From an optimization exercise on the open Yosys and OpenROAD flow, aimed at small area; shortcuts taken in it are not production practice.
The RTL was checked by simulation tests, not by an equivalence proof against the original design.
Power figures rest on the tool's default switching activity, not on a simulated workload.

== north ==
Design exec_controller, start of the top module:
module exec_controller #(
    parameter int OPCODE_WIDTH = 15,
    parameter int PC_WIDTH     = 9,
    parameter int STACK_WIDTH  = 255,
    parameter int STACK_DEPTH  = 127
) (
    input  logic                   clk,
    input  logic                   rst,
    input  logic                   run,
    input  logic [OPCODE_WIDTH:0]  rom_data,
    input  logic [STACK_WIDTH:0]   top0,
    input  logic [STACK_WIDTH:0]   top1,
    output logic                   pc_load_sig,
    output logic                   pc_inc_sig,
    output logic [PC_WIDTH:0]      pc_load_val,
    output logic                   stack_push_sig,
    output logic [STACK_WIDTH:0]   stack_push_data,
    output logic [2:0]             stack_pop_sig,
    output logic [7:0]             depth,
    output logic                   halted,
    output logic                   fault
);
Size: roughly 11 flip-flops, ~0.014 sq mm of cells after synthesis.
export LEC_CHECK = 0
export CAP_MARGIN = 0
export CORE_MARGIN = 2
export CORE_UTILIZATION = 25
export CTS_BUF_LIST = sky130_fd_sc_hd__clkbuf_2 sky130_fd_sc_hd__clkbuf_4
export SETUP_SLACK_MARGIN = 0
export SLEW_MARGIN = 0
create_clock -name core_clock -period 14.0 [get_ports {clk}]
standard.sh (not shown) runs the stock make flow with config.mk's settings and CLKGATE_MAP_FILE= SYNTH_SCRIPT=/design/flow/synth_recipe.tcl, a recipe that flattens the netlist after the stock synthesis.
==> flow/flow/run.sh <==
#!/bin/bash
# Standard ORFS layout, with three changes: Yosys's synth runs without its early generic ABC
# pass (SYNTH_ARGS=-noabc; the full ABC mapping after adder extraction still runs), the port
# buffers are the smallest plain buffer (buf_1) instead of the delay cell buffer_ports picks by
# default, and after global routing non-critical gates are sized down (power/area recovery).
set -euo pipefail
bash standard.sh \
  SYNTH_ARGS=-noabc \
  BUFFER_PORTS_ARGS="-buffer_cell sky130_fd_sc_hd__buf_1" \
  RECOVER_POWER=100 \
  finish > standard.log 2>&1
north: complete, dirty (capacitance limit, slew limit)
diff inputs: north => south
==> flow/flow/run.sh <==
#!/bin/bash
# Standard ORFS layout, with two changes: the port buffers are the smallest plain buffer
# (buf_1) instead of the delay cell buffer_ports picks by default, and after global routing
# non-critical gates are sized down (power/area recovery).
set -euo pipefail
bash standard.sh \
  BUFFER_PORTS_ARGS="-buffer_cell sky130_fd_sc_hd__buf_1" \
  RECOVER_POWER=100 \
  finish > standard.log 2>&1
Compared with north, the router placed more vias in south.
Higher cell area was reported by south, not north.
In the metrics for north and south, the one carrying the lower half-perimeter wire length of the detailed placement result is north.
Of the two values seen for critical path launch point, rom_data[12] was produced by north and rom_data[14] by south.
south | status: complete | timing, DRC, antenna: pass
south vs north: sequential power up in south
Number of nets in the synthesized netlist for south: 40 up relative to north
Modified inputs, east compared to south
- removing CTS_BUF_LIST (formerly sky130_fd_sc_hd__clkbuf_2 sky130_fd_sc_hd__clkbuf_4)
- changing CAP_MARGIN from 0 to 20
- changing SETUP_SLACK_MARGIN from 0 to 0.3
- changing SLEW_MARGIN from 0 to 20
Notes after the runs:
- east completed; timing, DRC and antenna clean
- The non-clock buffer count in east sits 10 above the value recorded for south.
- Comparing east and south, combinational group power is higher on east.
- Going from south to east, normalized max-slew margin grows by 8.8 points.
- Relative to south, the data arrival time of the critical path of east is higher by 0.02 ns.
- south -> east: total of cells resized after clock tree synthesis delta 0, exact match
- east vs south, hold slack went down by 0.0038 ns.
- east: wire length reported by the detailed router is 0.47% higher than what south reported.
## Diff of input files: west against east
==> flow/run.sh (new file) <==
#!/bin/bash
# synth_recipe.tcl (not shown) runs the flow's synth.tcl, then flattens the netlist and writes it again
# the make line also repeats each setting of config.mk as NAME=value (left out here)
make -C /OpenROAD-flow-scripts/flow DESIGN_CONFIG=/design/flow/config.mk WORK_HOME=/design/flow/orfs CLKGATE_MAP_FILE= SYNTH_SCRIPT=/design/flow/synth_recipe.tcl finish
removed: flow/flow/run.sh
removed: flow/standard.sh
==> run summary <==
The fraction of final layout cells with drive strength greater than 1 number comes out lower for east vs west. Against east, net switching power figure in west came out worse. In west, utilization after layout is higher than in east. Global-route met3 utilization, west and east, higher one = west. west finished every step from synthesis to the final layout, and the layout passed the timing, DRC and antenna checks. Relative to east, the total routing usage reported by global routing of west is higher by 4.4 points. Area growth from synthesis to layout (lower): east.

## what the ideal ports hide
Ports are ideal in the flow. The routed layouts listed here were re-timed in OpenROAD.
Step 1: set_driving_cell puts a clkbuf_16 on clk and a buf_2 on each other input, an assumption about the parent block.
Step 2 moves the port delays by t, midway between the first and last clock arrival at a register: inputs arrive t later, outputs are due t later. That takes back most of the time a late clock gives input paths.
Slacks: no drivers / after step 1 / after step 2; pairs: no drivers / after step 1.
run | t, ns | setup WS [ns] | cell pins on the clock port's net
north | 0.295 | 0.461 / 0.415 / 0.415 | 1
south | 0.294 | 0.501 / 0.479 / 0.479 | 1
east | 0.266 | 0.478 / 0.457 / 0.457 | 1
west | 0.289 | 0.637 / 0.603 / 0.603 | 1
For north, which loses most, drivers alone change the setup slack by -0.046 ns; drivers and shift together by -0.046 ns.
